Context: an optimization exercise on an open-source flow, tuned for a short achievable clock period and few clock cycles per item. The choices shown serve that exercise and are no tape-out recipe. In this exercise RTL edits were held to simulation tests only and were not proved equivalent to the original. Power and IR drop assume default switching activity.

==> flow/config.mk <==
export PLATFORM = sky130hd
export DESIGN_NAME = cache_top
export DESIGN_NICKNAME = cache_top
export VERILOG_FILES = /design/flow/design.v
export SDC_FILE = /design/flow/constraint.sdc
export NUM_CORES = 4
export LEC_CHECK = 0
export CAP_MARGIN = 20
export CORE_MARGIN = 2
export CORE_UTILIZATION = 40
export PLACE_DENSITY = 0.6
export SLEW_MARGIN = 20
==> flow/constraint.sdc <==
create_clock -name core_clock -period 5.8 [get_ports {clk}]
set_input_delay 1.1600 -clock core_clock [delete_from_list [all_inputs] [get_ports {clk}]]
set_output_delay 1.1600 -clock core_clock [all_outputs]
set_load 0.01 [all_outputs]
==> flow/design.v <==
`default_nettype none
package cache_pkg;
    localparam int ADDR_W = 32;
    localparam int OFFSET_W = 2;
    localparam int SETS = 16;
    localparam int INDEX_W = $clog2(SETS);
    localparam int WAYS = 2;
    localparam int TAG_W = ADDR_W - INDEX_W - OFFSET_W;
    typedef union packed {
        logic [ADDR_W-1:0] raw;
        struct packed {
            logic [TAG_W-1:0]    tag;
            logic [INDEX_W-1:0]  index;
            logic [OFFSET_W-1:0] offset;
        } fields;
    } cache_addr_u;
endpackage
`default_nettype wire
`default_nettype none
module cache_req_reg (
    input  wire                         clk,
    input  wire                         rst_n,
    input  wire                         req,
    input  wire                         req_we,
    input  wire [cache_pkg::ADDR_W-1:0] req_addr,
    input  wire [cache_pkg::ADDR_W-1:0] req_wdata,
    output logic                        ready,
    output logic                        out_valid,
    output logic                        out_we,
    output logic [cache_pkg::ADDR_W-1:0] out_addr,
    output logic [cache_pkg::ADDR_W-1:0] out_wdata,
    input  wire                         out_hold
);
    logic take;
    assign ready = !out_hold;
    assign take  = req && ready;
    always_ff @(posedge clk) begin
        if (!rst_n) begin
            out_valid <= 1'b0;
        end else if (!out_hold) begin
            out_valid <= req;
        end
    end
    always_ff @(posedge clk) begin
        if (take) begin
            out_we    <= req_we;
            out_addr  <= req_addr;
            out_wdata <= req_wdata;
        end
    end
endmodule
`default_nettype wire
`default_nettype none
module cache_lookup (
    input  wire                         clk,
    input  wire                         rst_n,
    input  wire                         in_valid,
    input  wire                         in_we,
    input  wire [cache_pkg::ADDR_W-1:0] in_addr,
    input  wire [cache_pkg::ADDR_W-1:0] in_wdata,
    output logic                        in_hold,
    output logic                        miss_start,
    output logic                        miss_dirty,
    output logic [cache_pkg::ADDR_W-1:0] miss_victim_addr,
    output logic [cache_pkg::ADDR_W-1:0] miss_victim_data,
    output logic [cache_pkg::ADDR_W-1:0] miss_fill_addr,
    input  wire                         miss_done,
    input  wire [cache_pkg::ADDR_W-1:0] miss_fill_data,
    output logic                        rsp_valid,
    output logic [cache_pkg::ADDR_W-1:0] rsp_rdata
);
    logic [cache_pkg::TAG_W-1:0]  tag_q  [cache_pkg::WAYS][cache_pkg::SETS];
    logic [cache_pkg::ADDR_W-1:0] data_q [cache_pkg::WAYS][cache_pkg::SETS];
    logic [cache_pkg::WAYS-1:0][cache_pkg::SETS-1:0] valid_q;
    logic [cache_pkg::WAYS-1:0][cache_pkg::SETS-1:0] dirty_q;
    logic [cache_pkg::SETS-1:0] lru_q;
    cache_pkg::cache_addr_u        req_addr;
    logic [cache_pkg::TAG_W-1:0]   tag;
    logic [cache_pkg::INDEX_W-1:0] set;
    cache_pkg::cache_addr_u victim_addr_u;
    cache_pkg::cache_addr_u fill_addr_u;
    logic [cache_pkg::WAYS-1:0] way_hit;
    logic hit;
    logic hit_way;
    logic victim_way;
    logic hit_access;
    logic lookup_miss;
    logic fill_now;
    logic acc_way;
    logic waiting;
    logic fill_way;
    assign req_addr = in_addr;
    assign tag      = req_addr.fields.tag;
    assign set      = req_addr.fields.index;
    always_comb begin
        for (int w = 0; w < cache_pkg::WAYS; w++) begin
            way_hit[w] = valid_q[w][set] && (tag_q[w][set] == tag);
        end
    end
    assign hit        = |way_hit;
    assign hit_way    = way_hit[1];
    assign victim_way = lru_q[set];
    assign hit_access  = in_valid && hit && !waiting;
    assign lookup_miss = in_valid && !hit && !waiting;
    assign fill_now    = waiting && miss_done;
    assign acc_way     = waiting ? fill_way : hit_way;
    assign in_hold = lookup_miss || (waiting && !miss_done);
    always_comb begin
        victim_addr_u              = '0;
        victim_addr_u.fields.tag   = tag_q[victim_way][set];
        victim_addr_u.fields.index = set;
        fill_addr_u                = req_addr;
        fill_addr_u.fields.offset  = '0;
    end
    always_ff @(posedge clk) begin
        if (hit_access && in_we) begin
            data_q[hit_way][set] <= in_wdata;
        end
        if (fill_now) begin
            tag_q[fill_way][set]  <= tag;
            data_q[fill_way][set] <= in_we ? in_wdata : miss_fill_data;
        end
    end
    always_ff @(posedge clk) begin
        if (!rst_n) begin
            valid_q <= '0;
            dirty_q <= '0;
            lru_q   <= '0;
            waiting <= 1'b0;
        end else begin
            if (hit_access || fill_now) begin
                lru_q[set] <= !acc_way;
            end
            if (hit_access && in_we) begin
                dirty_q[hit_way][set] <= 1'b1;
            end
            if (fill_now) begin
                valid_q[fill_way][set] <= 1'b1;
                dirty_q[fill_way][set] <= in_we;
            end
            if (lookup_miss) begin
                waiting <= 1'b1;
            end else if (fill_now) begin
                waiting <= 1'b0;
            end
        end
    end
    always_ff @(posedge clk) begin
        if (!rst_n) begin
            miss_start <= 1'b0;
        end else begin
            miss_start <= lookup_miss;
        end
    end
    always_ff @(posedge clk) begin
        if (lookup_miss) begin
            fill_way         <= victim_way;
            miss_dirty       <= valid_q[victim_way][set] && dirty_q[victim_way][set];
            miss_victim_addr <= victim_addr_u.raw;
            miss_victim_data <= data_q[victim_way][set];
            miss_fill_addr   <= fill_addr_u.raw;
        end
    end
    always_ff @(posedge clk) begin
        if (!rst_n) begin
            rsp_valid <= 1'b0;
        end else begin
            rsp_valid <= hit_access || fill_now;
        end
    end
    always_ff @(posedge clk) begin
        if (hit_access) begin
            rsp_rdata <= data_q[hit_way][set];
        end else if (fill_now) begin
            rsp_rdata <= miss_fill_data;
        end
    end
endmodule
`default_nettype wire
`default_nettype none
module cache_miss_ctrl (
    input  wire                         clk,
    input  wire                         rst_n,
    input  wire                         mem_ack,
    input  wire [cache_pkg::ADDR_W-1:0] mem_rdata,
    input  wire                         miss_start,
    input  wire                         miss_dirty,
    input  wire [cache_pkg::ADDR_W-1:0] miss_victim_addr,
    input  wire [cache_pkg::ADDR_W-1:0] miss_victim_data,
    input  wire [cache_pkg::ADDR_W-1:0] miss_fill_addr,
    output logic                        miss_done,
    output logic [cache_pkg::ADDR_W-1:0] miss_fill_data,
    output logic                        mem_req,
    output logic                        mem_we,
    output logic [cache_pkg::ADDR_W-1:0] mem_addr,
    output logic [cache_pkg::ADDR_W-1:0] mem_wdata
);
    typedef enum logic [2:0] {
        S_IDLE,
        S_WB_REQ,
        S_WB_WAIT,
        S_RF_REQ,
        S_RF_WAIT
    } state_t;
    state_t state;
    state_t state_nxt;
    logic outstanding;
    always_comb begin
        state_nxt = state;
        case (state)
            S_IDLE: begin
                if (miss_start) begin
                    state_nxt = miss_dirty ? S_WB_REQ : S_RF_REQ;
                end
            end
            S_WB_REQ:  state_nxt = S_WB_WAIT;
            S_WB_WAIT: begin
                if (mem_ack) begin
                    state_nxt = S_RF_REQ;
                end
            end
            S_RF_REQ:  state_nxt = S_RF_WAIT;
            S_RF_WAIT: begin
                if (mem_ack) begin
                    state_nxt = S_IDLE;
                end
            end
            default:   state_nxt = S_IDLE;
        endcase
    end
    assign mem_req   = (state == S_WB_REQ) || (state == S_RF_REQ);
    assign mem_we    = (state == S_WB_REQ);
    assign mem_addr  = mem_we ? miss_victim_addr : miss_fill_addr;
    assign mem_wdata = miss_victim_data;
    always_ff @(posedge clk) begin
        if (!rst_n) begin
            state     <= S_IDLE;
            miss_done <= 1'b0;
        end else begin
            state     <= state_nxt;
            miss_done <= (state == S_RF_WAIT) && mem_ack;
        end
    end
    always_ff @(posedge clk) begin
        if ((state == S_RF_WAIT) && mem_ack) begin
            miss_fill_data <= mem_rdata;
        end
    end
    always_ff @(posedge clk) begin
        if (!rst_n) begin
            outstanding <= 1'b0;
        end else if (mem_req) begin
            outstanding <= 1'b1;
        end else if (mem_ack) begin
            outstanding <= 1'b0;
        end
    end
endmodule
`default_nettype wire
`default_nettype none
module cache_top (
    input  wire                         clk,
    input  wire                         rst_n,
    input  wire                         req,
    input  wire                         req_we,
    input  wire [cache_pkg::ADDR_W-1:0] req_addr,
    input  wire [cache_pkg::ADDR_W-1:0] req_wdata,
    output logic                        ready,
    output logic                        rsp_valid,
    output logic [cache_pkg::ADDR_W-1:0] rsp_rdata,
    output logic                        mem_req,
    output logic                        mem_we,
    output logic [cache_pkg::ADDR_W-1:0] mem_addr,
    output logic [cache_pkg::ADDR_W-1:0] mem_wdata,
    input  wire                         mem_ack,
    input  wire [cache_pkg::ADDR_W-1:0] mem_rdata
);
    logic                         stage_valid;
    logic                         stage_we;
    logic [cache_pkg::ADDR_W-1:0] stage_addr;
    logic [cache_pkg::ADDR_W-1:0] stage_wdata;
    logic                         stage_hold;
    logic                         miss_start;
    logic                         miss_dirty;
    logic [cache_pkg::ADDR_W-1:0] miss_victim_addr;
    logic [cache_pkg::ADDR_W-1:0] miss_victim_data;
    logic [cache_pkg::ADDR_W-1:0] miss_fill_addr;
    logic                         miss_done;
    logic [cache_pkg::ADDR_W-1:0] miss_fill_data;
    cache_req_reg cache_req_reg_i (
        .clk       (clk),
        .rst_n     (rst_n),
        .req       (req),
        .req_we    (req_we),
        .req_addr  (req_addr),
        .req_wdata (req_wdata),
        .ready     (ready),
        .out_valid (stage_valid),
        .out_we    (stage_we),
        .out_addr  (stage_addr),
        .out_wdata (stage_wdata),
        .out_hold  (stage_hold)
    );
    cache_lookup cache_lookup_i (
        .clk              (clk),
        .rst_n            (rst_n),
        .in_valid         (stage_valid),
        .in_we            (stage_we),
        .in_addr          (stage_addr),
        .in_wdata         (stage_wdata),
        .in_hold          (stage_hold),
        .miss_start       (miss_start),
        .miss_dirty       (miss_dirty),
        .miss_victim_addr (miss_victim_addr),
        .miss_victim_data (miss_victim_data),
        .miss_fill_addr   (miss_fill_addr),
        .miss_done        (miss_done),
        .miss_fill_data   (miss_fill_data),
        .rsp_valid        (rsp_valid),
        .rsp_rdata        (rsp_rdata)
    );
    cache_miss_ctrl cache_miss_ctrl_i (
        .clk              (clk),
        .rst_n            (rst_n),
        .mem_ack          (mem_ack),
        .mem_rdata        (mem_rdata),
        .miss_start       (miss_start),
        .miss_dirty       (miss_dirty),
        .miss_victim_addr (miss_victim_addr),
        .miss_victim_data (miss_victim_data),
        .miss_fill_addr   (miss_fill_addr),
        .miss_done        (miss_done),
        .miss_fill_data   (miss_fill_data),
        .mem_req          (mem_req),
        .mem_we           (mem_we),
        .mem_addr         (mem_addr),
        .mem_wdata        (mem_wdata)
    );
endmodule
`default_nettype wire
==> flow/run.sh <==
#!/bin/bash
# synth_recipe.tcl (not shown) runs the flow's synth.tcl, then flattens the netlist and writes it again
# the make line also repeats each setting of config.mk as NAME=value (left out here)
make -C /OpenROAD-flow-scripts/flow DESIGN_CONFIG=/design/flow/config.mk WORK_HOME=/design/flow/orfs CLKGATE_MAP_FILE= SYNTH_SCRIPT=/design/flow/synth_recipe.tcl finish
==> impl_summary.txt <==
----------------------------------------------------
[Clock tree]
  Htree depth ... 4
  Clock latency at the later pin of the worst-skew pair ... 0.88 ns
  Clock slew at reported path FFs ... ~0.06 ns
  CTS Hold Bufs ... 0
  Max clock buf depth ... 3
  CTS Root Buffer Type ... clkbuf_16
  CTS Sinks ... about 2200
  TritonCTS clock tree ... yes
  TritonCTS Buffers ... 218

[Cells and area]
  Most common cell after layout, fill and taps aside ... edfxtp_1
  Final core utilization ... 0.472
  Area grow syn2layout ... 17.4%
  Leading cell types in the layout, fill and taps excluded ... edfxtp_1, mux4_2, clkbuf_16
  Nets ... just under 5000
  Layout Cells excl Fill ... 7779
  Layout cells sized above 1 ... 0.295

[Timing]
  Sum of negative setup slack ... 0 ns
  Total of endpoints with negative setup slack in the final report ... 0
  Min cycle time layout ... 5.62 ns
  Pins over their slew limit ... 0
  F_max ... between 150 and 200 MHz
  Headroom to the max-slew limit ... 0.280
  Transition at the pin with the smallest max-transition slack ... 1.08 ns
  Final setup margin ... 0.176 ns
  Final Hold Violating Endpoints ... 0
  Period utilization ... 0.970
  Worst setup skew after layout ... ~0.072 ns

[Global route]
  Layer with the highest usage after global routing ... met2
  Number of antenna violations at the first check in global routing ... 10
  First-pass GRT wire length ... 345 mm
  Global-route met3 utilization ... 0.0315
  GRT Resource Usage Total ... 0.215
  Met1 routing resource usage after global routing ... 0.283
  Via count of the first global-routing pass ... roughly 47000
  GRT overflow ... 0
  Pin count of the biggest net entering global routing ... 112
  Met2 routing resource usage after global routing ... 0.369

[Detailed routing]
  Routed Wire Length ... 244 mm
  Number of vias in the routed layout ... 45900
  Number of iterations in the first detailed-routing pass ... 5
  DRC violation total after the first TritonRoute iteration ... 5007
  Per-cell via count in the routed design ... 5.90
  Total DRC errors in the routed layout ... 0
  Antenna viol nets, final ... 0
  Routed length per instance ... 31.3 um

[Setup path]
  Number of cells on the worst reg-to-reg path ... 13
  Crit path required time ... between 4 and 5 ns
  Worst path buffer plus inverter count ... 3
  Slack of the worst reg-to-reg path ... 0.81 ns
  Critical Path, Cell by Cell ... buf_12 -> mux4_2 -> mux4_2 -> xor2_1 -> a211oi_2 -> o211ai_1 -> or4b_4 -> nor3_4 -> nor3b_4 -> nor2_1 -> buf_4 -> buf_12
  Highest fanout seen on the critical path ... 16
  Capture point of the worst reg-to-reg path ... cache_lookup_i.data_q[27][7]$_DFFE_PP_
  Worst-path cell with the longest stage delay ... mux4_2
  Worst Setup End Kind ... primary output
  Critical path class ... reg2out
  Worst reg2reg path startpoint ... cache_req_reg_i.out_addr[2]$_DFFE_PP_
  Critical Path Max Stage Delay ... 0.59 ns
  Critical Path Source Type ... register
  Gate family responsible for the most delay along the worst path ... multiplexers
  Critical path arrival ... approximately 4.5 ns

[Floorplan]
  Standard-cell row count ... 172
  Initial cell density of the core ... 0.402
  Overall die area ... 224000 um2
  Vertical die dimension ... 473 um
  Floorplan Core Area ... 219000 um2
  Ports ... around 200
  Horizontal die dimension ... roughly 470 um

[Logic synthesis]
  Number of enable flip-flop cells after synthesis ... between 2000 and 2500
  Synth Area per Inst ... 20.5 um2
  Yosys synthesis warning count ... 3
  Post-synth design cell area ... 88100 um2
  Adder-Cell Fraction of Synth Area ... 0.00114
  Main combinational cell family by area after synthesis ... multiplexers
  Cell count after synthesis ... between 4000 and 5000
  Portion of netlist area occupied by mux cells ... 0.200
  Main synth FF type ... edfxtp_1
  Simple logic cell fraction of the synthesized area ... 0.0228
  Register bit total from synthesis ... between 2000 and 2500
  Fraction of synthesis flops using an asynchronous set or reset pin ... 0
  XOR/XNOR share of the synthesized area ... 0.00596
  Compound-Gate Fraction of Synth Area ... 0.0287
  Part of the Yosys area used for sequential elements ... 0.727
  Number of different library cells in the post-synthesis netlist ... 75

[Placement]
  Setup WS pre-CTS ... approximately 0.55 ns
  Number of input and output port buffers inserted ... 196
  HPWL Detailed ... 143 mm
  Placed instance count ... 7356
  Routability congestion estimate from global placement ... 0.852

[Pwr]
  Peak VDD IR ... roughly 0.00029 V
  Power density of the placed cells ... between 300 and 400 nW/um2
  Lkg Pwr ... 33.0 nW

[Hold path]
  Startpoint of the tightest hold check path ... cache_lookup_i.valid_q[24]$_SDFFE_PN0P_
  Worst Hold End ... cache_lookup_i.valid_q[24]$_SDFFE_PN0P_
  Worst hold path cell count ... 2
  Class of the tightest hold or removal check ... reg2reg

[Status]
  Run status ... timing/DRC/antenna clean

[Flow run]
  Number of max-cap violations ... 0

----------------------------------------------------
how the worst max path moves through the flow:
stage | slack (ns) | end | from | cells after the start
4_1_cts | 0.002 | ready | cache_req_reg_i.out_addr[2]$_DFFE_PP_ | 14
3_3_place_gp | 0.53 | ready | register | 12
2_1_floorplan | -1.26 | register | cache_req_reg_i.out_addr[2]$_DFFE_PP_ | 14
5_1_grt | -0.01 | ready | cache_req_reg_i.out_addr[2]$_DFFE_PP_ | 14
6_report | 0.18 | ready | cache_req_reg_i.out_addr[2]$_DFFE_PP_ | 12
3_5_place_dp | 0.55 | ready | register | 12
repair_timing:
item / 4_1_cts / 5_1_grt
setup buffers: 13 / 1
endpoints found under the setup margin: 1 / 1
gates resized for setup: 7 / 17
pin swaps: 0 / 2
gates cloned: 0 / 5
synthesized netlist by cell type (17+ instances only):
library cell,instances,area (um2)
a21oi_1,64,320
a22o_1,17,149
a22oi_1,31,233
a31oi_1,58,363
and3_1,24,150
buf_1,64,240
buf_2,39,195
buf_4,24,180
clkbuf_1,140,526
dfxtp_1,92,1840
edfxtp_1,2073,62200
inv_1,22,82.6
mux2_2,130,1460
mux2i_1,204,2040
mux4_2,627,14100
nand2_1,101,379
nor2_1,173,649
nor2b_1,21,131
nor3_1,24,120
o211ai_1,24,180
o21ai_0,78,390
xnor2_1,44,385
worst min-delay path, stage by stage, from the launching register on:
cell and delay [ns]:
dfxtp_1 0.31, inv_1 0.04, a21oi_1 0.05
flip-flops by register name, indices dropped and copies added (netlist names), 32 cells and up, named ones only:
name                              cells
cache_lookup_i.tag_q                832
cache_lookup_i.valid_q               32
cache_req_reg_i.out_wdata            32
cache_lookup_i.data_q              1024
cache_lookup_i.miss_victim_data      32
cache_miss_ctrl_i.miss_fill_data     32
cache_lookup_i.rsp_rdata             32
cache_lookup_i.dirty_q               32
cell families after synthesis:
family / count (synthesis)
adders and majority gates: 8
and+or+nand+nor: 432
AOI/OAI and AO/OA: 378
muxes: 961
DFF: 2165
xor gates and xnor gates: 60
buffers and inverters: 293
other: 1
per-stage QoR:
step	area, um2	power (mW)	hold WS (ns)
after floorplan	88300	19.7	0.421
after global placement	95800	20.9	0.442
after detailed placement	95800	20.9	0.442
after CTS	103000	35.0	0.450
after global routing	103000	35.8	0.485
final	103000	34.8	0.447
final cells by class:
class	instances	area (um2)
sequential	2165	64100
inverter	25	105
tap	2871	3590
antenna	2	5.00
fill	18000	116000
clock inverter	130	1490
clock buffer	272	5730
multi-input combinational	1841	23300
timing repair buffer	473	5180
metal layers:
metal	part of all wire	vias up
met4	0.033	2
met1	0.39	24700
li1	-	18900
met5	0.000062	-
met3	0.064	381
met2	0.51	1950
report_power, final:
group          internal, mW  total, mW  switching [mW]
clock network          8.10       14.2            6.10
registers              17.4       17.5           0.109
logic                  1.35       3.15            1.80
Testbench counts, summed over its fixed seeds: cycles 24,235, requests 9,600.

[afterwards: timing with drivers on the ports]
How much do the figures lean on ideal ports? The routed layout below was timed once more, with nothing changed but the port constraints. Step 1 assumes that a clkbuf_16 drives the clock port and a buf_2 every other input. Step 2 adds t to the input delays and takes it off the output delays; t is the mean of the earliest and latest rising clock arrival at the registers after step 1. Input paths then give back, and output paths get back, about the clock's delay inside the block. Slacks: ideal / step 1 / step 2; pairs: ideal / step 1.
t (ns): 0.929
setup WS [ns]: 0.176 / 0.089 / 0.806
slew at the worst register clock pin (ns): 0.07 / 0.07
After both steps setup and hold are still met in this run. For this run, drivers alone change the setup slack by -0.087 ns; drivers and shift together by +0.630 ns.
